Background: an optimization exercise with open tools, aiming at small area. Do not read the settings as production practice. RTL that was checked went through simulation tests only; none was proved equivalent to the original. No functional check of the RTL was part of runs 5 to 8. Power figures rest on the tool's default switching activity, not on a simulated workload.

==> flow/design.v <==
package core_pkg;
  localparam logic [5:0] OP_RTYPE = 6'b000000;
  localparam logic [5:0] OP_ADDI  = 6'b001000;
  localparam logic [5:0] OP_LW    = 6'b100011;
  localparam logic [5:0] OP_SW    = 6'b101011;
  localparam logic [5:0] OP_BEQ   = 6'b000100;
  localparam logic [5:0] OP_BNE   = 6'b000101;
  localparam logic [5:0] OP_J     = 6'b000010;
  localparam logic [5:0] FN_ADD   = 6'b100000;
  localparam logic [5:0] FN_SUB   = 6'b100010;
  localparam logic [5:0] FN_AND   = 6'b100100;
  localparam logic [5:0] FN_OR    = 6'b100101;
  localparam logic [5:0] FN_SLT   = 6'b101010;
  localparam logic [5:0] FN_SLL   = 6'b000000;
  localparam logic [5:0] FN_SRL   = 6'b000010;
  localparam logic [3:0] S_INIT   = 4'd0;    
  localparam logic [3:0] S_FETCH  = 4'd1;    
  localparam logic [3:0] S_WAIT   = 4'd2;    
  localparam logic [3:0] S_RDT    = 4'd3;    
  localparam logic [3:0] S_SHQ    = 4'd4;    
  localparam logic [3:0] S_EXEC   = 4'd5;    
  localparam logic [3:0] S_P2     = 4'd6;    
  localparam logic [3:0] S_MEM    = 4'd7;    
  localparam logic [3:0] S_WAITWB = 4'd8;    
  localparam logic [3:0] S_SWD    = 4'd9;    
  localparam logic [3:0] S_MEMW   = 4'd10;   
  localparam logic [3:0] S_LWB    = 4'd12;   
  localparam logic [3:0] S_HALT   = 4'd11;
endpackage
module core_alu (
  input  logic [3:0] a,
  input  logic [3:0] b,
  input  logic       cin,
  input  logic       sub,
  input  logic       lop,    
  input  logic       lor,    
  output logic [3:0] y,
  output logic       cout
);
  logic [3:0] bb, s;
  logic [4:0] c;
  assign bb = b ^ {4{sub}};
  assign c[0] = cin;
  for (genvar i = 0; i < 4; i++) begin : g_fa
    assign s[i]   = a[i] ^ bb[i] ^ c[i];
    assign c[i+1] = (a[i] & bb[i]) | (a[i] & c[i]) | (bb[i] & c[i]);
  end
  assign cout = c[4];
  assign y = !lop ? s : lor ? (a | b) : (a & b);
endmodule
module core_rf (
  input  logic       clk,
  input  logic       clr,      
  input  logic       wen,
  input  logic [4:0] wa,
  input  logic [3:0] wd,
  input  logic [4:0] ra,
  output logic [3:0] rq
);
  logic [991:0] rf;            
  logic [7:0] rhi;
  logic [3:0] rlo;
  always_comb begin
    for (int j = 0; j < 8; j++) rhi[j] = ra[4:2] == 3'(j);
    for (int k = 0; k < 4; k++) rlo[k] = ra[1:0] == 2'(k);
    rq = 4'b0000;
    for (int i = 1; i < 32; i++) rq = rq | (rf[32*(i-1) +: 4] & {4{rhi[i/4] & rlo[i%4]}});
  end
  logic [7:0] whi;
  logic [3:0] wlo;
  always_comb begin
    for (int j = 0; j < 8; j++) whi[j] = clr || (wen && wa[4:2] == 3'(j));
    for (int k = 0; k < 4; k++) wlo[k] = clr || wa[1:0] == 2'(k);
  end
  always_ff @(posedge clk)
    for (int i = 1; i < 32; i++)
      rf[32*(i-1) +: 32] <= {(whi[i/4] && wlo[i%4]) ? wd : rf[32*(i-1) +: 4], rf[32*(i-1) + 4 +: 28]};
endmodule
import core_pkg::*;
module multicycle_core #(
  parameter int                ADDR_W   = 32,
  parameter logic [ADDR_W-1:0] RESET_PC = '0
) (
  input  logic              clk,
  input  logic              rst,
  output logic              imem_req,
  output logic [ADDR_W-1:0] imem_addr,
  input  logic              imem_ready,
  input  logic [31:0]       imem_rdata,
  output logic              dmem_req,
  output logic              dmem_we,
  output logic [ADDR_W-1:0] dmem_addr,
  output logic [31:0]       dmem_wdata,
  input  logic              dmem_ready,
  input  logic [31:0]       dmem_rdata,
  output logic [ADDR_W-1:0] pc_out,
  output logic [31:0]       alu_result,
  output logic              retire,
  output logic              halted
);
  logic [3:0]   state, state_n;
  logic [2:0]   ph;
  logic [31:0]  ir, ar;
  logic [31:0]  pc;            
  logic [4:0]   srt;           
  logic [2:0]   prev;          
  logic         c, cp, ret_q;
  logic [5:0] op, fn;
  logic [4:0] rs, rt, rd, sh, dest, rsel;
  assign op = ir[31:26];
  assign fn = ir[5:0];
  assign rs = ir[25:21];
  assign rt = ir[20:16];
  assign rd = ir[15:11];
  assign sh = ir[10:6];
  logic is_r, is_mem, is_sw, is_addi, is_br, is_j, is_slt, is_sh, writes, need_rt;
  assign is_mem  = op[5];
  assign is_sw   = op[5] & op[3];
  assign is_addi = !op[5] & op[3];
  assign is_br   = !op[5] & op[2];
  assign is_j    = !op[5] & op[1];
  assign is_r    = !op[5] & !op[3] & !op[2] & !op[1];
  assign is_slt  = is_r & fn[3];
  assign is_sh   = is_r & !fn[5];
  assign writes  = is_r | is_addi | (is_mem & !is_sw);
  assign need_rt = is_r | is_br;
  assign dest    = is_r ? rd : rt;
  function automatic logic legal_f(input logic [31:0] w);
    logic [5:0] o, f;
    o = w[31:26];
    f = w[5:0];
    if (o == OP_RTYPE)
      legal_f = f == FN_ADD || f == FN_SUB || f == FN_AND || f == FN_OR || f == FN_SLT ||
                f == FN_SLL || f == FN_SRL;
    else
      legal_f = o == OP_ADDI || o == OP_LW || o == OP_SW || o == OP_BEQ || o == OP_BNE || o == OP_J;
  endfunction
  logic ph0, ph7;
  assign ph0 = ph == 3'd0;
  assign ph7 = ph == 3'd7;
  logic st_init, st_fetch, st_rdt, st_shq, st_exec, st_p2, st_mem, st_swd, st_memw, st_lwb;
  assign st_init  = state == S_INIT;
  assign st_fetch = state == S_FETCH;
  assign st_rdt   = state == S_RDT;
  assign st_shq   = state == S_SHQ;
  assign st_exec  = state == S_EXEC;
  assign st_p2    = state == S_P2;
  assign st_mem   = state == S_MEM;
  assign st_swd   = state == S_SWD;
  assign st_memw  = state == S_MEMW;
  assign st_lwb   = state == S_LWB;
  logic [3:0]   rq;
  assign rsel = st_swd ? srt : st_rdt ? rt : rs;
  logic [3:0] irq, immq;
  assign irq  = ir[{ph, 2'b00} +: 4];
  assign immq = ph[2] ? {4{ir[15]}} : irq;
  logic [3:0] alu_y;
  logic       alu_c, sub, lt, eq, taken;
  assign sub = is_r & fn[5] & fn[1];
  core_alu u_alu (
    .a(rq), .b(is_r ? ar[3:0] : immq), .cin(ph0 ? sub : c), .sub(sub),
    .lop(is_r & fn[2]), .lor(fn[0]), .y(alu_y), .cout(alu_c)
  );
  assign lt    = (rq[3] ^ ar[3]) ? rq[3] : alu_y[3];
  assign eq    = c & (rq == ar[3:0]);
  assign taken = eq ^ op[0];
  logic [2:0] nrot;
  logic [1:0] rb;
  logic [4:0] m;
  logic       klt, keq;
  logic [6:0] win;
  logic [3:0] shq;
  assign rb   = fn[1] ? 2'd0 - sh[1:0] : sh[1:0];
  assign nrot = fn[1] ? sh[4:2] + 3'(sh[1:0] != 2'd0) : 3'd0 - sh[4:2];
  assign win  = {ar[3:0], ph0 ? ar[31:29] : prev};
  assign m   = fn[1] ? ~sh : sh;
  assign klt = ph < m[4:2];
  assign keq = ph == m[4:2];
  always_comb
    for (int b = 0; b < 4; b++)
      shq[b] = win[3'(b + 3) - 3'(rb)] &
               (fn[1] ? (klt || (keq && 2'(b) <= m[1:0])) : !(klt || (keq && 2'(b) < m[1:0])));
  logic [3:0] exres, p2res;
  assign exres = is_sh ? shq : alu_y;
  assign p2res = {3'b000, c & ph0};
  logic       pc_shift, pcin, pc_c;
  logic [3:0] pc_s, pc_in;
  assign pc_shift = st_init || st_exec || (st_p2 && is_br);
  assign pcin = (st_exec & ph0) | (cp & !ph0);
  assign {pc_c, pc_s} = {1'b0, pc[3:0]} + {1'b0, st_p2 ? immq : 4'b0000} + {4'b0000, pcin};
  always_comb begin
    pc_in = pc_s;
    if (st_init) pc_in = 4'b0000;
    else if (st_exec && is_j) begin
      if (ph < 3'd6) pc_in = irq;
      else if (ph == 3'd6) pc_in[1:0] = irq[1:0];
    end
  end
  logic [3:0] first;
  assign imem_req   = st_fetch;
  assign imem_addr  = ADDR_W'({pc[29:0], 2'b00});
  assign dmem_req   = st_mem || st_memw;
  assign dmem_we    = st_memw;
  assign dmem_addr  = ADDR_W'(ar);
  assign dmem_wdata = ir;
  assign alu_result = ar;
  assign pc_out     = ADDR_W'({pc[29:0], 2'b00});
  assign halted     = state == S_HALT;
  assign retire     = ret_q;
  assign first      = need_rt ? S_RDT : S_EXEC;
  logic need_rt_in;
  assign need_rt_in = !imem_rdata[31] && !imem_rdata[29] && !imem_rdata[27];
  always_comb begin
    state_n = state;
    case (state)
      S_INIT:   if (ph7) state_n = S_FETCH;
      S_FETCH:  if (imem_ready) state_n = !legal_f(imem_rdata) ? S_HALT : !ph7 ? S_WAIT :
                                          need_rt_in ? S_RDT : S_EXEC;
      S_WAIT:   if (ph7) state_n = first;
      S_RDT:    if (ph7) state_n = is_sh ? S_SHQ : S_EXEC;
      S_SHQ:    if (ph7) state_n = S_EXEC;
      S_EXEC:   if (ph7) state_n = is_sw ? S_SWD : is_mem ? S_MEM :
                                   (is_slt || (is_br && taken)) ? S_P2 : S_FETCH;
      S_P2:     if (ph7) state_n = S_FETCH;
      S_MEM:    if (dmem_ready) state_n = ph7 ? S_LWB : S_WAITWB;
      S_WAITWB: if (ph7) state_n = S_LWB;
      S_LWB:    if (ph7) state_n = S_FETCH;
      S_SWD:    if (ph7) state_n = S_MEMW;
      S_MEMW:   if (dmem_ready) state_n = S_FETCH;
      default:  ;
    endcase
  end
  always_ff @(posedge clk or negedge rst)
    if (!rst) begin
      state <= S_INIT;
      ph    <= 3'd0;
      ret_q <= 1'b0;
    end else begin
      state <= state_n;
      ph    <= ph + 3'd1;
      ret_q <= (st_exec && ph7 && !is_mem && !is_slt && !(is_br && taken))
            || (st_p2 && ph7)
            || ((st_mem || st_memw) && dmem_ready);
    end
  logic       wen;
  logic [3:0] wbits;
  logic [4:0] wa;
  assign wa    = st_lwb ? srt : dest;
  assign wen   = ((st_exec || st_p2) && writes && dest != 5'd0) || (st_lwb && srt != 5'd0);
  assign wbits = st_init ? 4'b0000 : st_exec ? exres : st_lwb ? ir[3:0] : p2res;
  core_rf u_rf (.clk(clk), .clr(st_init), .wen(wen), .wa(wa), .wd(wbits), .ra(rsel), .rq(rq));
  always_ff @(posedge clk) begin
    if (st_fetch) ir <= imem_rdata;
    else if (st_mem) ir <= dmem_rdata;
    else if (st_swd) ir <= {rq, ir[31:4]};
    else if (st_lwb) ir <= {ir[3:0], ir[31:4]};
    if (st_exec) srt <= rt;
    if (pc_shift) begin
      pc <= {pc_in, pc[31:4]};
      cp <= pc_c;
    end
    if (st_exec) c <= is_br ? (ph0 | c) & (rq == ar[3:0]) : (ph7 & is_slt) ? lt : alu_c;
    prev <= ar[3:1];
    if (st_rdt) ar <= {rq, ar[31:4]};
    else if (st_exec) ar <= {exres, ar[31:4]};
    else if (st_p2) ar <= {p2res, ar[31:4]};
    else if (st_shq && ph < nrot) ar <= {ar[3:0], ar[31:4]};
  end
endmodule
==> flow/flow/run.sh <==
#!/bin/bash
# Standard ORFS layout, with the smallest buffer on the ports and a clock tree without dummy loads.
set -euo pipefail
export BUFFER_PORTS_ARGS="-buffer_cell sky130_fd_sc_hd__buf_1"
export CTS_ARGS="-sink_clustering_enable -repair_clock_nets -dont_use_dummy_load -buf_list {sky130_fd_sc_hd__clkbuf_8} -sink_clustering_size 20 -sink_clustering_max_diameter 70"
bash standard.sh > standard.log 2>&1
==> flow/standard.sh <==
#!/bin/bash
# synth_recipe.tcl (not shown) runs the flow's synth.tcl, then flattens the netlist and writes it again
# the make line also repeats each setting of config.mk as NAME=value (left out here)
make -C /OpenROAD-flow-scripts/flow DESIGN_CONFIG=/design/flow/config.mk WORK_HOME=/design/flow/orfs CLKGATE_MAP_FILE= SYNTH_SCRIPT=/design/flow/synth_recipe.tcl "${@:-finish}"
==> flow/config.mk <==
export PLATFORM = sky130hd
export DESIGN_NAME = multicycle_core
export DESIGN_NICKNAME = multicycle_core
export VERILOG_FILES = /design/flow/design.v
export SDC_FILE = /design/flow/constraint.sdc
export NUM_CORES = 4
export LEC_CHECK = 0
export ABC_AREA = 1
export CAP_MARGIN = 20
export CORE_MARGIN = 2
export CORE_UTILIZATION = 55
export GPL_ROUTABILITY_DRIVEN = 0
export GPL_TIMING_DRIVEN = 0
export PLACE_DENSITY = 0.65
export SLEW_MARGIN = 20
export SYNTH_HIERARCHICAL = 1
export SYNTH_MINIMUM_KEEP_SIZE = 0
==> flow/constraint.sdc <==
create_clock -name core_clock -period 10.0 [get_ports {clk}]
set_input_delay 2.0000 -clock core_clock [delete_from_list [all_inputs] [get_ports {clk}]]
set_output_delay 2.0000 -clock core_clock [all_outputs]
set_load 0.01 [all_outputs]
==> qor.txt, run 1 <==
status: complete, no violations
design area: 0.0326 mm²
Period minus WS final: 6980 ps
port buffer count: 228
wire per inst: 16.9 µm
CTS sink cnt: 1,106
synthesized netlist cell count: 2,493
Detailed Route WL: 58,900 µm
Post-synth top flop: dfxtp_1
Die H: 237 µm
hold endpoint: u_rf.rf[590]
dominant cell type by area after synthesis: dfxtp_1
Net Switching: 3.23 mW
Pwr per Cell Area: 297 mW/mm²
Vias/cell: 4.99
average size of a mapped cell: 12.0 µm²
max cap viols: 0
clock insertion delay at the later pin of the skew report: 710 ps
Max-slew headroom: 35.1%
largest cells by area after synthesis: dfxtp_1 (67%), edfxtp_1 (10%), nand2_1 (6.4%)
# IOs: 233
fraction of layout cells with a size suffix above 1: 8.20%
CTS tree: done
Critical Path Start Type: flip-flop
fillers: 4,299
most used cell, CP: nand2_1
CP arrival: 7450 ps
Yosys top cell area share: 66.6%
most frequent cell after synthesis: dfxtp_1
Buf+Inv Stages, Crit Path: 6
WS Path Type: reg -> reg
Worst R2R Start: state[2]
Hold Startpoint: u_rf.rf[594]
DR vias: 17,400
vias in the first global route: 16,300
P&R area growth vs syn: 8.89%
Die Footprint: 0.0563 mm²
worst endpoint required time: 10,480 ps
first-pass GRT wire length: 89,800 µm
largest net degree at the start of global routing: 33
clock-pin slew on the worst setup and hold paths: 110 ps
Resize count post-CTS: 0
total iterations of the first detailed-routing run: 8
DR iter-0 viols: 1,590
crit path capture type: flip-flop
post-CTS setup-driven buffer insertion count: 0
TNS Setup: 0 ps
switching part of the total: 33.4%
initial antenna violation count: 1
crit-path max FO: 10
GRT Util Overall: 20.6%
dpl hpwl: 41,600 µm
Core ar.: 0.0538 mm²
# H-tree levels: 2
synth cell count leaders: dfxtp_1 (995), nand2_1 (511), o21ai_0 (188), nor2_1 (152), edfxtp_1 (103)
DR DRC count: 0
fin worst setup slack: 3020 ps
Hold Violations, Final: 0
post-placement setup slack: 3260 ps
Final Max Tran Viols: 0
FF-to-FF End: u_rf.rf[607]
Post-synth EDFFs: 103
synthesis warning total: 8
Flop pwr share: 56.6%
# hold bufs at CTS: 0
Least-Margin Pin Slew: 964 ps
flops & latches, synth: 1,106
clock buffer count from CTS: 61
Tightest Hold Check Type: reg -> reg
R2R cell count: 29
synthesized area: 0.0299 mm²
Netlist cell types: 47
slowest CP cell: clkbuf_1
Largest delay share family, worst path: simple AND/OR/NAND/NOR gates
root buffer cell: clkbuf_8
crit share post-route: 69.8%
die span in x: 237 µm
P_leak: 13.2 nW
Layout Skew: 59.5 ps
Finish-stage setup viols: 0
Max VDD drop: 0.000164 V
internal power: 6.45 mW
Initial Utilization: 55.6%
Cell Rows: 85
remaining global-route overflow: 0
reg2reg setup slack: 3020 ps
Routed Antenna Nets: 0
clock share of power: 17.8%
share of flip-flops with an asynchronous set or reset: 0.723%
Seq/Total Area, Yosys: 77.6%
clock buffer depth: 3
RSZ-0062 raised after global routing: false
Area after DPL: 0.0317 mm²
Max Clock Freq: 143 MHz
critical path's largest stage delay: 610 ps
hold path cells: 0
final net count: 2,885
part of the power in combinational logic: 25.6%
==> sequential cells by signal (all words and copies together) (netlist names) <==
register  count
u_rf.rf     992
ar           32
pc           32
cp            1
state         4
srt           5
ret_q         1
ph            3
ir           32
prev          3
c             1
==> stage by stage <==
stage                     hold WS (ps)  power [mW]  utilization, %  cells
after global routing               296        10.2            60.6   3488
after CTS                          274        9.71            60.6   3487
after floorplan                    310        7.01               -   2496
after global placement             310        7.91            58.8   3420
after detailed placement           312        8.01            59.0   3426
final                              289        9.68            60.6   3488
==> per-module statistics from Yosys, one instance, submodules excluded <==
module	copies in the design	flops+latches	cell area, µm²	cells
core_rf	1	992	22500	1615
core_alu	1	0	249	43
multicycle_core	1	114	7160	835
==> area by class of cell <==
class,instances,area [µm²],share of cell area (%)
flip-flops and latches,1106,23200,71.2
multi-input cells,1132,5370,16.5
plain buffers,150,972,2.98
repair buffers,234,916,2.81
well taps,696,871,2.67
clock buffers,61,840,2.58
inverters,108,405,1.24
diodes,1,2.50,0.00768
==> cell families (layout without fill, tap and decap cells) <==
kind of cell / after synthesis / in the layout / synth area share [%]
adder cells (fa/ha/maj): 24 / 24 / 1.15
AND/OR/NAND/NOR: 796 / 796 / 10.9
AO/OA/AOI/OAI: 296 / 296 / 5.38
buffers and inverters: 258 / 553 / 4.60
XOR/XNOR: 11 / 11 / 0.322
multiplexers: 1 / 1 / 0.0334
other: 1 / 5 / 0.0125
flip-flops: 1106 / 1106 / 77.6
==> cells in the final DEF (no fill, tap or decap), types with 4 or more instances in the layout <==
master / netlist / layout
o21ai_2: 0 / 4
a21oi_1: 36 / 36
o211ai_1: 23 / 23
xnor2_1: 6 / 6
ha_1: 18 / 18
inv_2: 12 / 12
a31oi_1: 33 / 33
nand3_1: 74 / 73
nor2_2: 6 / 6
clkbuf_8: 0 / 61
nor2_1: 152 / 152
dfxtp_1: 995 / 995
fa_1: 6 / 6
nand4_1: 30 / 30
nand2_2: 4 / 4
dfrtp_1: 8 / 8
buf_4: 100 / 104
xor2_1: 5 / 5
nand2_1: 511 / 511
o21ai_0: 188 / 188
inv_1: 93 / 93
buf_1: 2 / 230
conb_1: 1 / 4
buf_2: 20 / 20
edfxtp_1: 103 / 103
nand3_2: 5 / 6
clkbuf_1: 26 / 26
==> layer usage <==
layer / global-route usage, % / vias up / share of wire (%)
li1: - / 8477 / -
met1: 29.0 / 7988 / 45
met2: 31.5 / 726 / 43
met3: 4.20 / 200 / 7.5
met4: 8.42 / 0 / 4.3
met5: 0 / - / 0
==> power groups by stage <==
stage	clock (mW)	combinational, mW	sequential (mW)
5_1_grt	1.95	2.71	5.52
3_3_place_gp	0	2.35	5.57
4_1_cts	1.79	2.45	5.47
2_1_floorplan	0	1.54	5.47
6_report	1.73	2.48	5.48
3_5_place_dp	0	2.44	5.57
==> how the worst max path moves through the flow <==
stage	start	endpoint	slack, ps	cells past startpoint
CTS	state[2]	u_rf.rf[607]	3180	29
global placement	state[2]	u_rf.rf[607]	3370	29
floorplan	state[1]	u_rf.rf[127]	5370	31
global route	state[2]	u_rf.rf[607]	2690	29
finish	state[2]	u_rf.rf[607]	3020	29
detailed placement	state[2]	u_rf.rf[607]	3260	29
==> run 2: changes to the inputs <==
--- a/flow/config.mk
+++ b/flow/config.mk
@@ -10,6 +10,4 @@
 export CORE_MARGIN = 2
 export CORE_UTILIZATION = 55
-export GPL_ROUTABILITY_DRIVEN = 0
-export GPL_TIMING_DRIVEN = 0
 export PLACE_DENSITY = 0.65
 export SLEW_MARGIN = 20
==> run 2 against run 1 <==
Still clean. Register-to-register slack better by 150 ps. Critical path depth is 2 lower. Combinational power down 12%. Clock skew up 60 ps. Setup slack improved by 150 ps. Sequential share of layout area increased by 1.9 points. Synthesized cell count did not move. Clock power up 5%. Global-route usage up 1.3 points. Critical endpoint is now u_rf.rf[30]. Largest cell class unchanged.
==> qor.txt, run 2 <==
Netlist cell types: 47
critical path depth: 27
design area: 0.0317 mm²
clock-pin slew on the worst setup and hold paths: 110 ps
DR vias: 16,700
Tightest Hold Check Type: reg -> reg
Period minus WS final: 6820 ps
Vias/cell: 4.97
Seq/Total Area, Yosys: 77.6%
Most flops, register: u_rf.rf
worst endpoint required time: 10,580 ps
clock insertion delay at the later pin of the skew report: 700 ps
dpl hpwl: 43,200 µm
P&R area growth vs syn: 6.02%
crit share post-route: 68.2%
initial antenna violation count: 1
Post-synth EDFFs: 103
average size of a mapped cell: 12.0 µm²
most frequent cell after synthesis: dfxtp_1
Die Footprint: 0.0563 mm²
Cell Rows: 85
# H-tree levels: 3
CTS sink cnt: 1,106
synth cell count leaders: dfxtp_1 (995), nand2_1 (511), o21ai_0 (188), nor2_1 (152), edfxtp_1 (103)
Detailed Route WL: 61,500 µm
share of flip-flops with an asynchronous set or reset: 0.723%
post-CTS setup-driven buffer insertion count: 0
dominant cell type by area after synthesis: dfxtp_1
fin util: 59.0%
Area after DPL: 0.0308 mm²
Layout Skew: 119 ps
# hold bufs at CTS: 0
largest net degree at the start of global routing: 65
most common cell after layout, fill and taps aside: dfxtp_1
cell count after placement: 3,280
crit path capture type: flip-flop
remaining global-route overflow: 0
placer's final routability congestion estimate: 0.946
R2R cell count: 27
vias in the first global route: 15,900
Routed Antenna Nets: 0
Yosys top cell area share: 66.6%
most frequent cells in the layout: dfxtp_1 (995), nand2_1 (511), buf_1 (228), o21ai_0 (187), nor2_1 (151)
synthesis warning total: 8
port buffer count: 228
Finish-stage setup viols: 0
crit-path max FO: 23
synthesized netlist cell count: 2,493
Largest delay share family, worst path: simple AND/OR/NAND/NOR gates
fraction of layout cells with a size suffix above 1: 4.45%
critical path's largest stage delay: 580 ps
Core ar.: 0.0538 mm²
Resize count post-CTS: 0
P_leak: 12.7 nW
hold path cells: 0
synthesized area: 0.0299 mm²
flops & latches, synth: 1,106
final net count: 2,746
total iterations of the first detailed-routing run: 5
WS Path Type: reg -> reg
root buffer cell: clkbuf_8
max cap viols: 0
register area: 0.0232 mm²
CTS tree: done
most used cell, CP: nand2_1
largest cells by area after synthesis: dfxtp_1 (67%), edfxtp_1 (10%), nand2_1 (6.4%)
RSZ-0062 raised after global routing: false
max reg flops: 992
post-route insts no fill: 3,349
slowest CP cell: a31oi_4
Post-synth top flop: dfxtp_1
TNS Setup: 0 ps
clock buffer depth: 3
die span in x: 237 µm
Max VDD drop: 0.000167 V
Final Max Tran Viols: 0
fillers: 4,464
DR iter-0 viols: 1,317
DR DRC count: 0
Pwr per Cell Area: 299 mW/mm²
first-pass GRT wire length: 93,000 µm
CP arrival: 7400 ps
Least-Margin Pin Slew: 1140 ps
clock buffer count from CTS: 68
Max-slew headroom: 23.3%
Hold Violations, Final: 0
area of the multi-input gates: 0.00537 mm²
Critical Path Start Type: flip-flop
wire per inst: 18.4 µm
status: complete, no violations
Initial Utilization: 55.6%
Die H: 237 µm
Buf+Inv Stages, Crit Path: 5
# IOs: 233
Max Clock Freq: 147 MHz
GRT Util Overall: 22.0%
run 2: cell families after synthesis:
kind of cell | count (synthesis) | synth area share [%]
compound gates | 296 | 5.38
simple gates | 796 | 10.9
buf+inv | 258 | 4.60
other cells | 1 | 0.0125
fa+ha+maj | 24 | 1.15
flops | 1106 | 77.6
mux | 1 | 0.0334
xor+xnor | 11 | 0.322
run 2: through the flow:
step                      hold WS, ps  setup WS (ps)  power, mW
final                             274           3180       9.48
after global routing              271           2590       9.99
after CTS                         276           2890       9.55
after detailed placement          312           2950       7.75
after global placement            310           3130       7.73
after floorplan                   310           5370       7.01
run 2: final cells by class:
cell class | count | area share (%)
tap | 696 | 2.74
inverter | 108 | 1.28
antenna | 1 | 0.00789
timing repair buffer | 238 | 2.93
clock buffer | 68 | 2.95
sequential | 1106 | 73.2
multi-input combinational | 1132 | 16.9
run 2: modules after synthesis (local to each module, per instance):
module	area [µm²]	times used
core_alu	249	1
core_rf	22500	1
multicycle_core	7160	1
run 2: routing by layer:
layer  GRT usage (%)  wire (µm)  vias up
li1                -          -     8211
met1            30.2      28300     7857
met4            8.27       2200        0
met2            34.5      27800      446
met5               0          0        -
met3            4.67       3220      138
run 2: power by group:
part | internal, mW | leakage, nW | switching, mW
Combinational | 0.574 | 3.11 | 1.60
Sequential | 5.11 | 9.08 | 0.381
Clock | 0.616 | 0.489 | 1.20
Total | 6.30 | 12.7 | 3.18
run 2: path summary, 6_finish.rpt:
kind,start,end,slack [ps]
max,state[2],u_rf.rf[30],3180
min,u_rf.rf[853],u_rf.rf[849],270
max reg2reg,state[2],u_rf.rf[30],3180
min reg2reg,u_rf.rf[853],u_rf.rf[849],270
max in group asynchronous,rst,state[3],8170
min in group asynchronous,rst,state[0],1340
==> run 3: changes to the inputs <==
--- a/flow/config.mk
+++ b/flow/config.mk
@@ -9,6 +9,6 @@
 export CAP_MARGIN = 20
 export CORE_MARGIN = 2
-export CORE_UTILIZATION = 55
-export PLACE_DENSITY = 0.65
+export CORE_UTILIZATION = 50
+export PLACE_DENSITY = 0.6
 export SLEW_MARGIN = 20
 export SYNTH_HIERARCHICAL = 1
==> run 3 against run 2 <==
Clock power is essentially flat. Synthesized cell count unchanged. Clock skew down 14 ps. Non-clock buffer count rose by 5. Register-to-register slack better by 740 ps. Via count grew 0.70%. Total power rose by 0.53%. Sequential share of layout area down 0.29 points. Routed wire length rose by 2.1%. Cell count is 2.4% higher.
==> qor.txt, run 3 <==
placer's final routability congestion estimate: 0.921
post-CTS setup-driven buffer insertion count: 0
area of the multi-input gates: 0.00536 mm²
vias in the first global route: 15,700
fraction of layout cells with a size suffix above 1: 4.67%
synthesis warning total: 8
worst endpoint required time: 10,600 ps
Yosys top cell area share: 66.6%
crit share post-route: 60.8%
Seq/Total Area, Yosys: 77.6%
dominant cell type by area after synthesis: dfxtp_1
R2R cell count: 28
Hold Violations, Final: 0
register area: 0.0232 mm²
largest net degree at the start of global routing: 65
most frequent cells in the layout: dfxtp_1 (995), nand2_1 (511), buf_1 (228), o21ai_0 (187), nor2_1 (150)
Critical Path Start Type: flip-flop
remaining global-route overflow: 0
clock buffer count from CTS: 68
critical path's largest stage delay: 490 ps
Max VDD drop: 0.000157 V
Die H: 249 µm
FF-to-FF End: u_rf.rf[542]
internal power: 6.31 mW
Max-slew headroom: 28.9%
clock insertion delay at the later pin of the skew report: 710 ps
Netlist cell types: 47
# IOs: 233
Net Switching: 3.21 mW
GRT Util Overall: 20.1%
Finish-stage setup viols: 0
synth cell count leaders: dfxtp_1 (995), nand2_1 (511), o21ai_0 (188), nor2_1 (152), edfxtp_1 (103)
CP arrival: 6680 ps
Pwr per Cell Area: 299 mW/mm²
Initial Utilization: 50.6%
wire per inst: 18.3 µm
reg2reg setup slack: 3920 ps
Resize count post-CTS: 0
initial antenna violation count: 1
Die Footprint: 0.0618 mm²
total iterations of the first detailed-routing run: 26
clock buffer depth: 3
first-pass GRT wire length: 93,800 µm
crit path capture type: flip-flop
most common cell after layout, fill and taps aside: dfxtp_1
TNS Setup: 0 ps
synthesized area: 0.0299 mm²
Post-synth top flop: dfxtp_1
WS Path Type: reg -> reg
die span in x: 249 µm
flops & latches, synth: 1,106
# H-tree levels: 3
Most flops, register: u_rf.rf
Cell Rows: 89
DR vias: 16,800
switching part of the total: 33.7%
crit path from: state[3]
crit-path max FO: 31
most frequent cell after synthesis: dfxtp_1
Max Clock Freq: 164 MHz
status: complete, no violations
RSZ-0062 raised after global routing: false
Routed Antenna Nets: 0
# hold bufs at CTS: 0
dpl hpwl: 44,000 µm
Worst R2R Start: state[3]
CTS sink cnt: 1,106
CTS tree: done
Flop pwr share: 57.6%
Final Max Tran Viols: 0
part of the power in combinational logic: 23.3%
DR DRC count: 0
max cap viols: 0
clock-pin slew on the worst setup and hold paths: 110 ps
Vias/cell: 4.89
Core ar.: 0.0591 mm²
largest cells by area after synthesis: dfxtp_1 (67%), edfxtp_1 (10%), nand2_1 (6.4%)
Period minus WS final: 6080 ps
max reg flops: 992
Least-Margin Pin Slew: 1060 ps
last element of the critical path: u_rf.rf[542]
hold slack: 253 ps
Tightest Hold Check Type: reg -> reg
DR iter-0 viols: 1,154
share of flip-flops with an asynchronous set or reset: 0.723%
clock share of power: 19.1%
slowest CP cell: fa_1
Layout Skew: 105 ps
synthesized netlist cell count: 2,493
average size of a mapped cell: 12.0 µm²
port buffer count: 228
root buffer cell: clkbuf_8
P_leak: 12.7 nW
most used cell, CP: nand2_1
fillers: 5,101
Detailed Route WL: 62,800 µm
P&R area growth vs syn: 6.44%
final net count: 2,751
Post-synth EDFFs: 103
[run 3: cell counts after synthesis]
Identical to the previous run, type by type.
[run 3: modules after synthesis (local to each module, per instance)]
module / cells / flops+latches
core_alu: 43 / 0
multicycle_core: 835 / 114
core_rf: 1615 / 992
[run 3: worst max-delay path, delay by kind of cell (launching register included)]
| family | cells | cell delay (ps) |
|---|---|---|
| AND/OR/NAND/NOR | 15 | 2280 |
| buffers and inverters | 6 | 1040 |
| flip-flops | 1 | 470 |
| adder cells (fa/ha/maj) | 3 | 1250 |
| AO/OA/AOI/OAI | 4 | 950 |
[run 3: metal layers]
layer	part of all wire, %	GRT usage (%)
met5	0	0
met2	45	32.0
met3	4.4	3.31
met4	3.2	7.03
met1	47	27.9
[run 3: how the worst min path moves through the flow]
stage / slack (ps) / startpoint / endpoint / depth (start not counted)
finish: 250 / u_rf.rf[848] / u_rf.rf[844] / 0
detailed placement: 310 / u_rf.rf[150] / u_rf.rf[146] / 0
floorplan: 310 / u_rf.rf[4] / u_rf.rf[0] / 0
CTS: 250 / u_rf.rf[848] / u_rf.rf[844] / 0
global placement: 310 / u_rf.rf[60] / u_rf.rf[56] / 0
global route: 250 / u_rf.rf[853] / u_rf.rf[849] / 0
[run 3: power by group through the flow]
stage                     Clock, mW  Combinational [mW]  Sequential, mW
after floorplan                   0                1.54            5.47
after global routing           2.05                2.44            5.54
final                          1.82                2.22            5.49
after detailed placement          0                2.20            5.59
after CTS                      1.90                2.21            5.49
after global placement            0                2.19            5.57
[run 3: kinds of logic after synthesis]
family / count (synthesis) / share of synthesized area, %
compound gates: 296 / 5.38
xor+xnor: 11 / 0.322
fa+ha+maj: 24 / 1.15
buf+inv: 258 / 4.60
flops: 1106 / 77.6
mux: 1 / 0.0334
other cells: 1 / 0.0125
simple gates: 796 / 10.9
[run 3: metrics by stage]
| step | util, % | power (mW) | area (µm²) | std cells | setup slack, ps |
|---|---|---|---|---|---|
| global placement | 52.3 | 7.77 | 30900 | 3361 | 3430 |
| detailed placement | 52.3 | 7.79 | 30900 | 3361 | 3610 |
| CTS | 53.8 | 9.60 | 31800 | 3429 | 3590 |
| global route | 53.9 | 10.0 | 31900 | 3431 | 3440 |
| finish | 53.9 | 9.53 | 31900 | 3431 | 3920 |
| floorplan | - | 7.01 | 29900 | 2496 | 5370 |
[run 3: final cells by class]
type	instances	area share [%]
Tap cell	773	3.04
Inverter	108	1.27
Multi-Input combinational cell	1132	16.8
Clock buffer	68	2.94
Antenna cell	1	0.00786
Sequential cell	1106	72.9
Timing Repair Buffer	243	3.05
==> run 4: changes to the inputs <==
--- a/flow/config.mk
+++ b/flow/config.mk
@@ -9,6 +9,6 @@
 export CAP_MARGIN = 20
 export CORE_MARGIN = 2
-export CORE_UTILIZATION = 50
-export PLACE_DENSITY = 0.6
+export CORE_UTILIZATION = 60
+export PLACE_DENSITY = 0.7
 export SLEW_MARGIN = 20
 export SYNTH_HIERARCHICAL = 1
==> run 4 against run 3 <==
Global-route usage rose by 4.8 points. Hold slack improved by 25 ps. Sequential power barely moved. Critical endpoint is now u_rf.rf[574]. Combinational power fell by 2%. Largest power group unchanged.
==> qor.txt, run 4 <==
crit-path max FO: 31
clock insertion delay at the later pin of the skew report: 700 ps
Critical Path Start Type: flip-flop
Finish-stage setup viols: 0
Yosys top cell area share: 66.6%
remaining global-route overflow: 0
most frequent cells in the layout: dfxtp_1 (995), nand2_1 (511), buf_1 (228), o21ai_0 (187), nor2_1 (151)
Most flops, register: u_rf.rf
CTS sink cnt: 1,106
Vias/cell: 5.11
Max VDD drop: 0.000183 V
placer's final routability congestion estimate: 0.960
Post-synth top flop: dfxtp_1
worst endpoint required time: 10,580 ps
Initial Utilization: 61.0%
Resize count post-CTS: 0
design area: 0.0317 mm²
Area after DPL: 0.0308 mm²
status: complete, no violations
largest cells by area after synthesis: dfxtp_1 (67%), edfxtp_1 (10%), nand2_1 (6.4%)
Max Clock Freq: 168 MHz
DR DRC count: 0
port buffer count: 228
# hold bufs at CTS: 0
most common cell after layout, fill and taps aside: dfxtp_1
synth cell count leaders: dfxtp_1 (995), nand2_1 (511), o21ai_0 (188), nor2_1 (152), edfxtp_1 (103)
Least-Margin Pin Slew: 1120 ps
fin util: 64.7%
hold slack: 279 ps
first-pass GRT wire length: 94,700 µm
RSZ-0062 raised after global routing: false
Post-synth EDFFs: 103
cell count after placement: 3,253
WS Path Type: reg -> reg
total iterations of the first detailed-routing run: 6
crit path capture type: flip-flop
synthesized netlist cell count: 2,493
Period minus WS final: 5960 ps
DR iter-0 viols: 1,292
Tightest Hold Check Type: reg -> reg
max reg flops: 992
slowest CP cell: a21oi_1
TNS Setup: 0 ps
final net count: 2,751
P&R area growth vs syn: 5.98%
critical path's largest stage delay: 500 ps
CTS tree: done
most frequent cell after synthesis: dfxtp_1
P_leak: 12.7 nW
Netlist cell types: 47
Core ar.: 0.0491 mm²
# H-tree levels: 3
Detailed Route WL: 63,900 µm
Final Max Tran Viols: 0
Pwr per Cell Area: 299 mW/mm²
post-route insts no fill: 3,322
largest net degree at the start of global routing: 64
share of flip-flops with an asynchronous set or reset: 0.723%
DR vias: 17,000
fraction of layout cells with a size suffix above 1: 4.59%
# IOs: 233
GRT Util Overall: 24.9%
Die Footprint: 0.0517 mm²
Max-slew headroom: 24.7%
post-CTS setup-driven buffer insertion count: 0
Power Total: 9.49 mW
Seq/Total Area, Yosys: 77.6%
average size of a mapped cell: 12.0 µm²
initial antenna violation count: 2
dominant cell type by area after synthesis: dfxtp_1
synthesis warning total: 8
fin worst setup slack: 4040 ps
max cap viols: 0
post-placement setup slack: 4120 ps
clock-pin slew on the worst setup and hold paths: 110 ps
flops & latches, synth: 1,106
dpl hpwl: 45,500 µm
CP arrival: 6540 ps
root buffer cell: clkbuf_8
Hold Violations, Final: 0
die span in x: 227 µm
Routed Antenna Nets: 0
synthesized area: 0.0299 mm²
clock buffer depth: 3
crit share post-route: 59.6%
Cell Rows: 81
Die H: 227 µm
wire per inst: 19.2 µm
Layout Skew: 96.6 ps
vias in the first global route: 15,800
clock buffer count from CTS: 68
most used cell, CP: nand2_1
==> run 4: layer usage <==
layer	global-route usage [%]	wire length (µm)
met3	4.03	3530
met4	8.79	2190
met1	34.8	29100
met2	39.7	29100
met5	0	0
==> run 4: area by class of cell <==
| cell class | count | area [µm²] |
|---|---|---|
| fill | 3770 | 17300 |
| sequential | 1106 | 23200 |
| timing repair buffer | 243 | 968 |
| clock buffer | 68 | 936 |
| inverter | 108 | 405 |
| antenna | 1 | 2.50 |
| multi-input combinational | 1132 | 5360 |
| tap | 664 | 831 |
==> run 4: path summary, 6_finish.rpt <==
kind	startpoint	end	slack [ps]	depth (start not counted)
max in group asynchronous	rst	ph[2]	8230	1
worst max-delay path	state[3]	u_rf.rf[574]	4040	28
worst min-delay path	u_rf.rf[102]	u_rf.rf[98]	280	0
worst max register to register	state[3]	u_rf.rf[574]	4040	28
min in group asynchronous	rst	ret_q	1320	1
worst min register to register	u_rf.rf[102]	u_rf.rf[98]	280	0
==> run 4: worst max-delay path, delay by kind of cell (launching register included) <==
kind,cells,cell delay [ps]
AO/OA/AOI/OAI,6,1300
buffers and inverters,4,680
adder cells (fa/ha/maj),3,1270
flip-flops,1,460
AND/OR/NAND/NOR,15,2140
==> run 4: kinds of logic after synthesis <==
logic type,synth area share (%)
flops,77.6
xor+xnor,0.322
buf+inv,4.60
mux,0.0334
simple gates,10.9
fa+ha+maj,1.15
compound gates,5.38
other cells,0.0125
==> run 4: modules after synthesis, one instance, submodules excluded <==
module,times used,flops+latches
core_alu,1,0
multicycle_core,1,114
core_rf,1,992
==> run 4: power breakdown <==
group / internal [mW] / leakage [nW] / switching (mW)
clock: 0.617 / 0.489 / 1.19
combinational: 0.583 / 3.13 / 1.59
sequential: 5.11 / 9.08 / 0.407
total: 6.30 / 12.7 / 3.18
==> run 5: changes to the inputs <==
--- a/flow/design.v
+++ b/flow/design.v
@@ -256,9 +256,7 @@
     else if (st_lwb) ir <= {ir[3:0], ir[31:4]};
     if (st_exec) srt <= rt;
-    if (pc_shift) begin
-      pc <= {pc_in, pc[31:4]};
-      cp <= pc_c;
-    end
-    if (st_exec) c <= is_br ? (ph0 | c) & (rq == ar[3:0]) : (ph7 & is_slt) ? lt : alu_c;
+    if (pc_shift) pc <= {pc_in, pc[31:4]};
+    cp <= pc_c;
+    c  <= is_br ? (ph0 | c) & (rq == ar[3:0]) : (ph7 & is_slt) ? lt : alu_c;
     prev <= ar[3:1];
     if (st_rdt) ar <= {rq, ar[31:4]};
==> flow/flow/run.sh (replaced) <==
#!/bin/bash
# Standard ORFS layout, with the smallest buffer on the ports and a clock tree without dummy loads.
set -euo pipefail
export BUFFER_PORTS_ARGS="-buffer_cell sky130_fd_sc_hd__buf_1"
export CTS_ARGS="-sink_clustering_enable -repair_clock_nets -dont_use_dummy_load -buf_list {sky130_fd_sc_hd__clkbuf_8} -sink_clustering_size 18 -sink_clustering_max_diameter 70"
bash standard.sh > standard.log 2>&1
--- a/flow/config.mk
+++ b/flow/config.mk
@@ -9,6 +9,6 @@
 export CAP_MARGIN = 20
 export CORE_MARGIN = 2
-export CORE_UTILIZATION = 60
-export PLACE_DENSITY = 0.7
+export CORE_UTILIZATION = 55
+export PLACE_DENSITY = 0.65
 export SLEW_MARGIN = 20
 export SYNTH_HIERARCHICAL = 1
==> run 5 against run 4 <==
Critical path depth is 2 lower. Sequential cell count did not move. Clock-buffer cell count rose by 5. Setup slack got worse by 390 ps. Area after synthesis barely moved. Die area increased by 8.9%. Register-to-register slack lost 390 ps. Fmax down 6.2%. Routed wire length down 4.0%. Clock skew is 16 ps lower. Critical endpoint is now u_rf.rf[766]. Largest cell class unchanged.
==> qor.txt, run 5 <==
synth cell count leaders: dfxtp_1 (997), nand2_1 (520), o21ai_0 (185), nor2_1 (157), buf_4 (102)
most used cell, CP: nand2_1
Vias/cell: 5.03
root buffer cell: clkbuf_8
P_leak: 12.8 nW
post-CTS setup-driven buffer insertion count: 0
synthesized netlist cell count: 2,493
DR DRC count: 0
wire per inst: 18.3 µm
clock-pin slew on the worst setup and hold paths: 100 ps
Yosys top cell area share: 66.7%
average size of a mapped cell: 12.0 µm²
clock buffer depth: 3
first-pass GRT wire length: 93,200 µm
CP arrival: 6890 ps
Period minus WS final: 6350 ps
Power Total: 9.41 mW
Routed Antenna Nets: 0
hold slack: 288 ps
most frequent cell after synthesis: dfxtp_1
DR vias: 16,900
Detailed Route WL: 61,300 µm
Tightest Hold Check Type: reg -> reg
CTS sink cnt: 1,106
share of flip-flops with an asynchronous set or reset: 0.723%
Buf+Inv Stages, Crit Path: 5
synthesis warning total: 8
worst endpoint required time: 10,540 ps
crit-path max FO: 17
crit share post-route: 63.5%
placer's final routability congestion estimate: 0.906
clock buffer count from CTS: 73
Post-synth top flop: dfxtp_1
Die Footprint: 0.0563 mm²
initial antenna violation count: 0
crit path capture type: flip-flop
RSZ-0062 raised after global routing: false
Max VDD drop: 0.000189 V
Pwr per Cell Area: 296 mW/mm²
# IOs: 233
port buffer count: 228
Final Max Tran Viols: 0
Die H: 237 µm
clock insertion delay at the later pin of the skew report: 690 ps
Critical Path Start Type: flip-flop
Max-slew headroom: 21.7%
status: complete, no violations
# H-tree levels: 3
remaining global-route overflow: 0
Largest delay share family, worst path: simple AND/OR/NAND/NOR gates
Most flops, register: u_rf.rf
P&R area growth vs syn: 6.20%
vias in the first global route: 15,900
Seq/Total Area, Yosys: 77.5%
fraction of layout cells with a size suffix above 1: 4.55%
die span in x: 237 µm
TNS Setup: 0 ps
cell count after placement: 3,282
synthesized area: 0.0299 mm²
Netlist cell types: 45
Resize count post-CTS: 0
Hold Violations, Final: 0
Core ar.: 0.0538 mm²
most frequent cells in the layout: dfxtp_1 (997), nand2_1 (519), buf_1 (228), o21ai_0 (184), nor2_1 (157)
Cell Rows: 85
dpl hpwl: 42,400 µm
max reg flops: 992
# hold bufs at CTS: 0
Post-synth EDFFs: 101
slowest CP cell: nor2_1
flops & latches, synth: 1,106
post-route insts no fill: 3,356
final net count: 2,753
Initial Utilization: 55.6%
total iterations of the first detailed-routing run: 5
CTS tree: done
max cap viols: 0
dominant cell type by area after synthesis: dfxtp_1
fin util: 59.1%
largest cells by area after synthesis: dfxtp_1 (67%), edfxtp_1 (10%), nand2_1 (6.5%)
Finish-stage setup viols: 0
GRT Util Overall: 21.8%
critical path's largest stage delay: 860 ps
largest net degree at the start of global routing: 68
WS Path Type: reg -> reg
DR iter-0 viols: 1,476
Max Clock Freq: 158 MHz
most common cell after layout, fill and taps aside: dfxtp_1
Layout Skew: 80.9 ps
Least-Margin Pin Slew: 1170 ps
run 5: cell types whose count changed after synthesis, sizes merged, moves of 3 or more:
cell,change
nand2,+11
clkbuf,-3
o211ai,-3
buf,+5
xor2,+3
inv,-9
xnor2,-3
nand3,-11
nor2,+6
run 5: cells by family (layout without fill, tap and decap cells):
kind of cell,Yosys count,after routing,share of synthesized area [%]
xor+xnor,11,11,0.322
simple gates,804,804,11.0
buf+inv,251,414,4.61
flops,1106,1106,77.5
other cells,1,5,0.0125
compound gates,294,294,5.33
fa+ha+maj,24,24,1.15
mux,2,2,0.0669
run 5: final timing paths:
path	startpoint	endpoint	slack, ps	cells past startpoint
min in group asynchronous	rst	ret_q	1320	1
setup reg to reg	state[3]	u_rf.rf[766]	3650	26
hold / removal	u_rf.rf[54]	u_rf.rf[50]	290	0
setup / recovery	state[3]	u_rf.rf[766]	3650	26
max in group asynchronous	rst	state[1]	8230	1
hold reg to reg	u_rf.rf[54]	u_rf.rf[50]	290	0
run 5: cell type report:
| class | count | area (µm²) |
|---|---|---|
| flip-flops and latches | 1106 | 23200 |
| fillers | 4418 | 22000 |
| multi-input cells | 1139 | 5380 |
| diodes | 1 | 2.50 |
| inverters | 99 | 378 |
| clock buffers | 73 | 1000 |
| well taps | 696 | 871 |
| repair buffers | 242 | 961 |
run 5: worst register-to-register path, delay by kind of cell, from the launching register on:
family,cells,cell delay (ps)
simple gates,15,2720
buf+inv,5,1490
fa+ha+maj,3,900
compound gates,3,640
flops,1,470
run 5: routing by layer:
metal / track usage, % / share of wire [%]
met5: 0 / 0
met4: 7.41 / 3.2
met3: 3.96 / 5.9
met2: 34.0 / 45
met1: 31.0 / 46
run 5: per-stage QoR:
stage / setup slack [ps] / instance area (µm²)
floorplan: 5190 / 29900
global placement: 3670 / 30800
detailed placement: 3510 / 30800
CTS: 3410 / 31800
global route: 3070 / 31800
finish: 3650 / 31800
run 5: report_power, final:
part           switching [mW]  internal, mW
clock network            1.22         0.659
registers               0.378          5.05
logic                    1.54         0.560
run 5: per-module statistics from Yosys (local to each module, per instance):
module | cells inside | cell area [µm²] | flip-flops and latches
core_alu | 43 | 249 | 0
multicycle_core | 835 | 7170 | 114
core_rf | 1615 | 22500 | 992
==> run 6: changes to the inputs <==
==> flow/flow/run.sh (replaced) <==
#!/bin/bash
# Standard ORFS layout, with the smallest buffer on the ports and a clock tree without dummy loads.
set -euo pipefail
export BUFFER_PORTS_ARGS="-buffer_cell sky130_fd_sc_hd__buf_1"
export CTS_ARGS="-sink_clustering_enable -repair_clock_nets -dont_use_dummy_load -buf_list {sky130_fd_sc_hd__clkbuf_8} -sink_clustering_size 20 -sink_clustering_max_diameter 50"
bash standard.sh > standard.log 2>&1
==> run 6 against run 5 <==
Critical endpoint unchanged. Routed wire length decreased by 0.25%. Via count increased by 0.21%. Critical path depth unchanged. Non-clock buffer count unchanged. Core utilization increased by 0.098 points. Largest power group unchanged.
==> qor.txt, run 6 <==
Area after DPL: 0.0308 mm²
Post-synth top flop: dfxtp_1
most common cell after layout, fill and taps aside: dfxtp_1
die span in x: 237 µm
final net count: 2,757
Final Max Tran Viols: 0
Power Total: 9.44 mW
Post-synth EDFFs: 101
CTS tree: done
Cell Rows: 85
XOR/XNOR Fraction of Synth Area: 0.322%
area of the multi-input gates: 0.00538 mm²
most frequent cell after synthesis: dfxtp_1
Resize count post-CTS: 0
simple-gate share of the synthesized area: 11.0%
fraction of layout cells with a size suffix above 1: 4.69%
CP arrival: 6870 ps
dominant cell type by area after synthesis: dfxtp_1
Routed Antenna Nets: 0
Seq/Total Area, Yosys: 77.5%
part of the power in combinational logic: 22.3%
vias in the first global route: 15,900
# hold bufs at CTS: 0
dpl hpwl: 42,400 µm
fin worst setup slack: 3650 ps
wire per inst: 18.2 µm
total iterations of the first detailed-routing run: 5
critical path's largest stage delay: 850 ps
root buffer cell: clkbuf_8
clock insertion delay at the later pin of the skew report: 690 ps
Net Switching: 3.14 mW
port buffer count: 228
synthesis warning total: 8
DR vias: 16,900
synthesized netlist cell count: 2,493
P_leak: 12.8 nW
Max VDD drop: 0.000177 V
mux cell area share after synthesis: 0.0669%
# IOs: 233
Hold Startpoint: u_rf.rf[980]
crit path from: state[3]
design area: 0.0318 mm²
RSZ-0062 raised after global routing: false
Pwr per Cell Area: 297 mW/mm²
Least-Margin Pin Slew: 1130 ps
max reg flops: 992
post-CTS setup-driven buffer insertion count: 0
Layout Skew: 104 ps
internal power: 6.31 mW
WS Path Type: reg -> reg
Max Clock Freq: 157 MHz
most used cell, CP: nand2_1
TNS Setup: 0 ps
post-synthesis adder-cell area fraction: 1.15%
fillers: 4,424
post-route insts no fill: 3,359
Die H: 237 µm
register area: 0.0232 mm²
slowest CP cell: nor2_1
crit share post-route: 63.5%
GRT Util Overall: 21.8%
CTS sink cnt: 1,106
first-pass GRT wire length: 93,000 µm
Vias/cell: 5.04
Synth Area in Compound Gates: 5.33%
average size of a mapped cell: 12.0 µm²
Critical Path Start Type: flip-flop
clock-pin slew on the worst setup and hold paths: 100 ps
placer's final routability congestion estimate: 0.906
post-placement setup slack: 3510 ps
Hold Violations, Final: 0
DR DRC count: 0
clock share of power: 20.2%
Finish-stage setup viols: 0
switching part of the total: 33.2%
Yosys top cell area share: 66.7%
initial antenna violation count: 0
P&R area growth vs syn: 6.37%
most frequent cells in the layout: dfxtp_1 (997), nand2_1 (519), buf_1 (228), o21ai_0 (184), nor2_1 (157)
clock buffer count from CTS: 77
largest net degree at the start of global routing: 68
Most flops, register: u_rf.rf
# H-tree levels: 3
Worst R2R Start: state[3]
Flop pwr share: 57.5%
Core ar.: 0.0538 mm²
synthesized area: 0.0299 mm²
crit-path max FO: 17
remaining global-route overflow: 0
max cap viols: 0
largest family of logic cells by synthesized area: simple AND/OR/NAND/NOR gates
Tightest Hold Check Type: reg -> reg
crit path capture type: flip-flop
DR iter-0 viols: 1,516
Netlist cell types: 45
synth cell count leaders: dfxtp_1 (997), nand2_1 (520), o21ai_0 (185), nor2_1 (157), buf_4 (102)
Die Footprint: 0.0563 mm²
status: complete, no violations
clock buffer depth: 3
share of flip-flops with an asynchronous set or reset: 0.723%
largest cells by area after synthesis: dfxtp_1 (67%), edfxtp_1 (10%), nand2_1 (6.5%)
worst endpoint required time: 10,510 ps
Max-slew headroom: 24.2%
Initial Utilization: 55.6%
Detailed Route WL: 61,200 µm
Period minus WS final: 6350 ps
cell count after placement: 3,282
flops & latches, synth: 1,106
# diodes: 0
-- run 6: cells by family (layout without fill, tap and decap cells) --
logic type / count (synthesis) / count (layout)
multiplexers: 2 / 2
AND/OR/NAND/NOR: 804 / 804
adder cells (fa/ha/maj): 24 / 24
buffers and inverters: 251 / 418
other: 1 / 4
XOR/XNOR: 11 / 11
AO/OA/AOI/OAI: 294 / 294
flip-flops: 1106 / 1106
-- run 6: layer usage --
layer / share of wire, % / global-route usage, % / wire length [µm]
met5: 0 / 0 / 0
met4: 3.2 / 7.43 / 1930
met3: 6.3 / 4.19 / 3840
met2: 45 / 33.9 / 27300
met1: 46 / 30.7 / 28100
-- run 6: final timing paths --
check                          endpoint  slack (ps)  depth (start not counted)
setup / recovery           u_rf.rf[766]        3650                         26
hold / removal             u_rf.rf[976]         250                          0
setup reg to reg           u_rf.rf[766]        3650                         26
hold reg to reg            u_rf.rf[976]         250                          0
max in group asynchronous         ph[1]        8200                          1
min in group asynchronous      state[1]        1380                          1
-- run 6: layout make-up --
cell class / count / area share [%]
clock buffers: 77 / 3.33
flip-flops and latches: 1106 / 72.8
well taps: 696 / 2.73
multi-input cells: 1139 / 16.9
inverters: 99 / 1.19
repair buffers: 242 / 3.02
-- run 6: power groups by stage --
stage / Clock (mW) / Combinational (mW) / Sequential (mW)
5_1_grt: 2.14 / 2.31 / 5.48
4_1_cts: 1.98 / 2.08 / 5.43
6_report: 1.91 / 2.10 / 5.43
2_1_floorplan: 0 / 1.49 / 5.41
3_5_place_dp: 0 / 2.08 / 5.53
3_3_place_gp: 0 / 2.06 / 5.51
-- run 6: Yosys stat by module (local to each module, per instance) --
module / cells / flip-flops and latches
core_alu: 43 / 0
multicycle_core: 835 / 114
core_rf: 1615 / 992
-- run 6: through the flow --
stage          util [%]  hold slack [ps]
3_5_place_dp       57.2              312
2_1_floorplan         -              310
4_1_cts            59.2              248
5_1_grt            59.2              240
3_3_place_gp       57.2              310
6_report           59.2              250
-- run 6: critical path, delay by kind of cell (launching register included) --
| kind | cells | cell delay [ps] |
|---|---|---|
| compound gates | 3 | 650 |
| simple gates | 15 | 2700 |
| fa+ha+maj | 3 | 900 |
| flops | 1 | 450 |
| buf+inv | 5 | 1530 |
==> run 7: changes to the inputs <==
--- a/flow/design.v
+++ b/flow/design.v
@@ -152,7 +152,10 @@
   logic [3:0]   rq;
   assign rsel = st_swd ? srt : st_rdt ? rt : rs;
-  logic [3:0] irq, immq;
-  assign irq  = ir[{ph, 2'b00} +: 4];
-  assign immq = ph[2] ? {4{ir[15]}} : irq;
+  logic       irot;
+  logic [3:0] irq, immq, hiq;
+  assign irot = (st_exec || st_p2) && !is_r && !ph[2];
+  assign hiq  = ph[1:0] == 2'd0 ? ir[19:16] : ph[1:0] == 2'd1 ? ir[23:20] : {2'b00, ir[25:24]};
+  assign irq  = ph[2] ? hiq : ir[3:0];
+  assign immq = ph[2] ? {4{ir[15]}} : ir[3:0];
   logic [3:0] alu_y;
   logic       alu_c, sub, lt, eq, taken;
@@ -255,4 +258,5 @@
     else if (st_swd) ir <= {rq, ir[31:4]};
     else if (st_lwb) ir <= {ir[3:0], ir[31:4]};
+    else if (irot) ir[15:0] <= {ir[3:0], ir[15:4]};
     if (st_exec) srt <= rt;
     if (pc_shift) pc <= {pc_in, pc[31:4]};
==> flow/flow/run.sh (replaced) <==
#!/bin/bash
# Standard ORFS layout, with the smallest buffer on the ports and a clock tree without dummy loads.
set -euo pipefail
export BUFFER_PORTS_ARGS="-buffer_cell sky130_fd_sc_hd__buf_1"
export CTS_ARGS="-sink_clustering_enable -repair_clock_nets -dont_use_dummy_load -buf_list {sky130_fd_sc_hd__clkbuf_8} -sink_clustering_size 20 -sink_clustering_max_diameter 70"
bash standard.sh > standard.log 2>&1
==> run 7 against run 6 <==
Largest cell class unchanged. Still clean on timing, DRC and antenna. First-iteration DRC count increased by 1.7%. Highest routed layer unchanged. Register-to-register slack improved by 100 ps. Die area down 0.12%. Critical path type unchanged.
==> qor.txt, run 7 <==
wire per inst: 19.2 µm
first-pass GRT wire length: 95,500 µm
GRT Util Overall: 22.7%
busiest grt layer: met2
Netlist cell types: 48
most frequent cell after synthesis: dfxtp_1
Pwr per Cell Area: 298 mW/mm²
slowest CP cell: a21oi_1
# IOs: 233
P_leak: 12.7 nW
critical path's largest stage delay: 660 ps
clock buffer count from CTS: 71
Yosys top cell area share: 66.8%
Finish-stage setup viols: 0
R2R cell count: 28
CTS sink cnt: 1,106
Max VDD drop: 0.000233 V
TNS Setup: 0 ps
max reg flops: 992
final net count: 2,742
dominant cell type by area after synthesis: dfxtp_1
Worst R2R Start: state[2]
cell count after placement: 3,272
clock share of power: 19.6%
Post-synth top flop: dfxtp_1
switching part of the total: 33.7%
Initial Utilization: 55.6%
clock-pin slew on the worst setup and hold paths: 110 ps
post-route insts no fill: 3,344
Period minus WS final: 6250 ps
last element of the critical path: u_rf.rf[30]
crit-path max FO: 22
Most flops, register: u_rf.rf
Vias/cell: 5.05
Tightest Hold Check Type: reg -> reg
root buffer cell: clkbuf_8
worst endpoint required time: 10,590 ps
Max-slew headroom: 22.6%
synthesized netlist cell count: 2,478
die span in x: 237 µm
Die H: 237 µm
RSZ-0062 raised after global routing: false
total iterations of the first detailed-routing run: 6
# hold bufs at CTS: 0
DR vias: 16,900
largest net degree at the start of global routing: 57
reg2reg setup slack: 3750 ps
GR met3 Demand/Resource: 3.75%
Detailed Route WL: 64,100 µm
fraction of layout cells with a size suffix above 1: 4.99%
Flop pwr share: 57.5%
average size of a mapped cell: 12.1 µm²
fin util: 59.0%
CTS tree: done
Seq/Total Area, Yosys: 77.6%
placer's final routability congestion estimate: 0.945
Final Max Tran Viols: 0
Max Clock Freq: 160 MHz
GR Util met2: 35.0%
internal power: 6.27 mW
dpl hpwl: 45,900 µm
# H-tree levels: 3
Routed Antenna Nets: 0
P&R area growth vs syn: 6.21%
crit path capture type: flip-flop
Core ar.: 0.0538 mm²
port buffer count: 228
Resize count post-CTS: 0
crit path from: state[2]
clock insertion delay at the later pin of the skew report: 690 ps
clock buffer depth: 3
CP arrival: 6840 ps
FF-to-FF End: u_rf.rf[30]
synthesis warning total: 8
flops & latches, synth: 1,106
crit share post-route: 62.5%
Power Total: 9.46 mW
largest cells by area after synthesis: dfxtp_1 (67%), edfxtp_1 (10%), nand2_1 (6.4%)
DR iter-0 viols: 1,542
Least-Margin Pin Slew: 1150 ps
Die Footprint: 0.0562 mm²
Net Switching: 3.19 mW
remaining global-route overflow: 0
initial antenna violation count: 2
share of flip-flops with an asynchronous set or reset: 0.723%
part of the power in combinational logic: 22.9%
vias in the first global route: 15,900
Critical Path Start Type: flip-flop
hold slack: 272 ps
met1 usage: 32.1%
status: complete, no violations
Layout Skew: 96.6 ps
DR DRC count: 0
synthesized area: 0.0299 mm²
synth cell count leaders: dfxtp_1 (997), nand2_1 (509), o21ai_0 (181), nor2_1 (148)
Cell Rows: 85
max cap viols: 0
WS Path Type: reg -> reg
Hold Violations, Final: 0
most used cell, CP: nand2_1
most frequent cells in the layout: dfxtp_1 (997), nand2_1 (508), buf_1 (228), o21ai_0 (181), nor2_1 (148)
post-CTS setup-driven buffer insertion count: 0
most common cell after layout, fill and taps aside: dfxtp_1
Post-synth EDFFs: 101
==> run 7: changes by cell type after synthesis, moves of 4 or more <==
cell / before / now
a21oi_1: 34 / 25
a31oi_1: 35 / 26
clkbuf_1: 24 / 20
inv_1: 90 / 98
nand2_1: 520 / 509
nand3_1: 64 / 72
nor2_1: 157 / 148
o21ai_0: 185 / 181
o221ai_1: 0 / 4
==> run 7: through the flow <==
step / setup WS, ps / cell area, µm²
floorplan: 5200 / 29900
global route: 3140 / 31800
CTS: 3800 / 31700
global placement: 4020 / 30800
finish: 3750 / 31800
detailed placement: 3780 / 30800
==> run 7: worst min-delay path by stage <==
| stage | slack, ps | to | cells past startpoint | from |
|---|---|---|---|---|
| finish | 270 | u_rf.rf[913] | 0 | u_rf.rf[917] |
| global route | 270 | u_rf.rf[912] | 0 | u_rf.rf[916] |
| CTS | 280 | u_rf.rf[913] | 0 | u_rf.rf[917] |
| detailed placement | 310 | u_rf.rf[980] | 0 | u_rf.rf[984] |
| global placement | 310 | u_rf.rf[42] | 0 | u_rf.rf[46] |
| floorplan | 310 | u_rf.rf[0] | 0 | u_rf.rf[4] |
==> run 7: layer usage <==
metal / vias up / part of all wire, %
met4: 0 / 4.0
met1: 7953 / 46
met2: 599 / 44
met5: - / 0
li1: 8167 / -
met3: 159 / 6.0
==> run 7: cell families (layout without fill, tap and decap cells) <==
kind of cell | after synthesis | after routing | share of synthesized area, %
flops | 1106 | 1106 | 77.6
mux | 1 | 1 | 0.0335
compound gates | 281 | 281 | 5.20
fa+ha+maj | 25 | 25 | 1.20
other cells | 1 | 5 | 0.0125
xor+xnor | 10 | 10 | 0.293
buf+inv | 256 | 422 | 4.63
simple gates | 798 | 798 | 11.1
==> run 7: final cells by class <==
type | instances | area [µm²]
clock buffer | 71 | 977
antenna | 1 | 2.50
timing repair buffer | 241 | 953
inverter | 110 | 415
multi-input combinational | 1119 | 5340
tap | 696 | 871
sequential | 1106 | 23200
fill | 4367 | 22100
==> run 7: worst max-delay path, delay by kind of cell, from the launching register on <==
family | cells | cell delay, ps
flip-flops | 1 | 490
adder cells (fa/ha/maj) | 3 | 1250
buffers and inverters | 4 | 1280
AO/OA/AOI/OAI | 5 | 1260
AND/OR/NAND/NOR | 16 | 1930
==> run 7: modules after synthesis, one instance, submodules excluded <==
module	flops+latches	times used
core_rf	992	1
multicycle_core	114	1
core_alu	0	1
==> run 7: power by group through the flow <==
stage               combinational [mW]  sequential (mW)  clock [mW]
finish                            2.17             5.43        1.86
global route                      2.38             5.47        2.07
CTS                               2.15             5.43        1.92
detailed placement                2.14             5.53           0
global placement                  2.12             5.51           0
floorplan                         1.55             5.40           0
==> run 8: changes to the inputs <==
==> flow/flow/run.sh (replaced) <==
#!/bin/bash
# Standard ORFS layout, with the smallest buffer on the ports and a clock tree without dummy loads.
set -euo pipefail
export BUFFER_PORTS_ARGS="-buffer_cell sky130_fd_sc_hd__buf_1"
export CTS_ARGS="-sink_clustering_enable -repair_clock_nets -dont_use_dummy_load -buf_list {sky130_fd_sc_hd__clkbuf_8} -sink_clustering_size 19 -sink_clustering_max_diameter 65"
bash standard.sh > standard.log 2>&1
==> run 8 against run 7 <==
Die area did not move. Sequential share of layout area fell by 0.069 points. Combinational power barely moved. Register-to-register slack got worse by 30 ps. Clock power barely moved. Sequential cell count did not move. Via count rose by 0.18%. Sequential power barely moved. Non-clock buffer count did not move.
==> qor.txt, run 8 <==
largest cells by area after synthesis: dfxtp_1 (67%), edfxtp_1 (10%), nand2_1 (6.4%)
Layout Skew: 91.2 ps
reg2reg setup slack: 3720 ps
Post-synth top flop: dfxtp_1
CTS sink cnt: 1,106
fin util: 59.1%
crit path capture type: flip-flop
first-pass GRT wire length: 96,000 µm
Max-slew headroom: 21.8%
dpl hpwl: 45,900 µm
Power Total: 9.48 mW
DR DRC count: 0
crit-path max FO: 22
Finish-stage setup viols: 0
Core ar.: 0.0538 mm²
# hold bufs at CTS: 0
WS Path Type: reg -> reg
flops & latches, synth: 1,106
average size of a mapped cell: 12.1 µm²
most common cell after layout, fill and taps aside: dfxtp_1
Detailed Route WL: 64,100 µm
clock buffer depth: 3
cell count after placement: 3,272
Hold Violations, Final: 0
# H-tree levels: 3
GRT Util Overall: 22.8%
post-route insts no fill: 3,347
most frequent cells in the layout: dfxtp_1 (997), nand2_1 (508), buf_1 (228), o21ai_0 (181), nor2_1 (148)
max cap viols: 0
largest net degree at the start of global routing: 57
Die Footprint: 0.0562 mm²
max reg flops: 992
Yosys top cell area share: 66.8%
Critical Path Start Type: flip-flop
last element of the critical path: u_rf.rf[30]
final net count: 2,744
synthesized area: 0.0299 mm²
crit share post-route: 62.8%
initial antenna violation count: 2
placer's final routability congestion estimate: 0.945
Resize count post-CTS: 0
hold slack: 267 ps
R2R cell count: 28
dominant cell type by area after synthesis: dfxtp_1
critical path's largest stage delay: 660 ps
die span in x: 237 µm
DR vias: 16,900
Period minus WS final: 6280 ps
root buffer cell: clkbuf_8
Tightest Hold Check Type: reg -> reg
Worst R2R Start: state[2]
total iterations of the first detailed-routing run: 8
synthesized netlist cell count: 2,478
crit path from: state[2]
wire per inst: 19.2 µm
remaining global-route overflow: 0
Least-Margin Pin Slew: 1170 ps
status: complete, no violations
Cell Rows: 85
Post-synth EDFFs: 101
share of flip-flops with an asynchronous set or reset: 0.723%
# IOs: 233
vias in the first global route: 15,900
Netlist cell types: 48
Final Max Tran Viols: 0
clock buffer count from CTS: 73
Max Clock Freq: 159 MHz
post-CTS setup-driven buffer insertion count: 0
clock insertion delay at the later pin of the skew report: 710 ps
P_leak: 12.7 nW
Seq/Total Area, Yosys: 77.6%
most used cell, CP: nand2_1
fraction of layout cells with a size suffix above 1: 5.06%
slowest CP cell: a21oi_1
Pwr per Cell Area: 298 mW/mm²
P&R area growth vs syn: 6.31%
FF-to-FF End: u_rf.rf[30]
Max VDD drop: 0.000167 V
port buffer count: 228
Vias/cell: 5.05
worst endpoint required time: 10,590 ps
CTS tree: done
clock-pin slew on the worst setup and hold paths: 100 ps
synth cell count leaders: dfxtp_1 (997), nand2_1 (509), o21ai_0 (181), nor2_1 (148)
most frequent cell after synthesis: dfxtp_1
Routed Antenna Nets: 0
Initial Utilization: 55.6%
Die H: 237 µm
DR iter-0 viols: 1,464
Most flops, register: u_rf.rf
TNS Setup: 0 ps
RSZ-0062 raised after global routing: false
CP arrival: 6870 ps
synthesis warning total: 8
## run 8: cell counts after synthesis
No cell type changed its count.
## run 8: worst max-delay path, delay by kind of cell (launching register included)
kind | cells | cell delay [ps]
and+or+nand+nor | 16 | 1910
adders and majority gates | 3 | 1240
DFF | 1 | 490
buffers and inverters | 4 | 1300
AOI/OAI and AO/OA | 5 | 1250
## run 8: Yosys stat by module, one instance, submodules excluded
module / flip-flops and latches / times used / cell area [µm²] / cells
core_rf: 992 / 1 / 22500 / 1615
multicycle_core: 114 / 1 / 7130 / 820
core_alu: 0 / 1 / 249 / 43
## run 8: cell type report
class	instances	area [µm²]
fillers	4372	22000
multi-input cells	1119	5340
clock buffers	73	1000
inverters	110	415
repair buffers	241	953
flip-flops and latches	1106	23200
well taps	696	871
diodes	2	5.00
## run 8: cells by family (layout without fill, tap and decap cells)
group	after synthesis	in the layout	share of synthesized area, %
flip-flops	1106	1106	77.6
AND/OR/NAND/NOR	798	798	11.1
AO/OA/AOI/OAI	281	281	5.20
buffers and inverters	256	424	4.63
adder cells (fa/ha/maj)	25	25	1.20
XOR/XNOR	10	10	0.293
other	1	6	0.0125
multiplexers	1	1	0.0335
## run 8: worst min path at each step
stage | from | end | slack [ps] | cells past startpoint
3_5_place_dp | u_rf.rf[984] | u_rf.rf[980] | 310 | 0
2_1_floorplan | u_rf.rf[4] | u_rf.rf[0] | 310 | 0
4_1_cts | u_rf.rf[381] | u_rf.rf[377] | 270 | 0
5_1_grt | u_rf.rf[857] | u_rf.rf[853] | 270 | 0
3_3_place_gp | u_rf.rf[46] | u_rf.rf[42] | 310 | 0
6_report | u_rf.rf[381] | u_rf.rf[377] | 270 | 0
## run 8: per-layer routing
metal  wire (µm)  track usage [%]  vias up
met5           0                0        -
met4        2520             9.32        0
met3        3720             3.74      147
met2       28400             35.3      588
met1       29500             32.1     8002
li1            -                -     8172
## run 8: report_power, final
| group | internal, mW | leakage, nW | switching (mW) |
|---|---|---|---|
| clock | 0.659 | 0.525 | 1.22 |
| combinational | 0.578 | 3.11 | 1.58 |
| sequential | 5.05 | 9.07 | 0.385 |
## run 8: metrics by stage
step           area [µm²]  setup slack, ps
2_1_floorplan       29900             5200
3_3_place_gp        30800             4020
3_5_place_dp        30800             3780
4_1_cts             31800             3770
5_1_grt             31800             3130
6_report            31800             3720
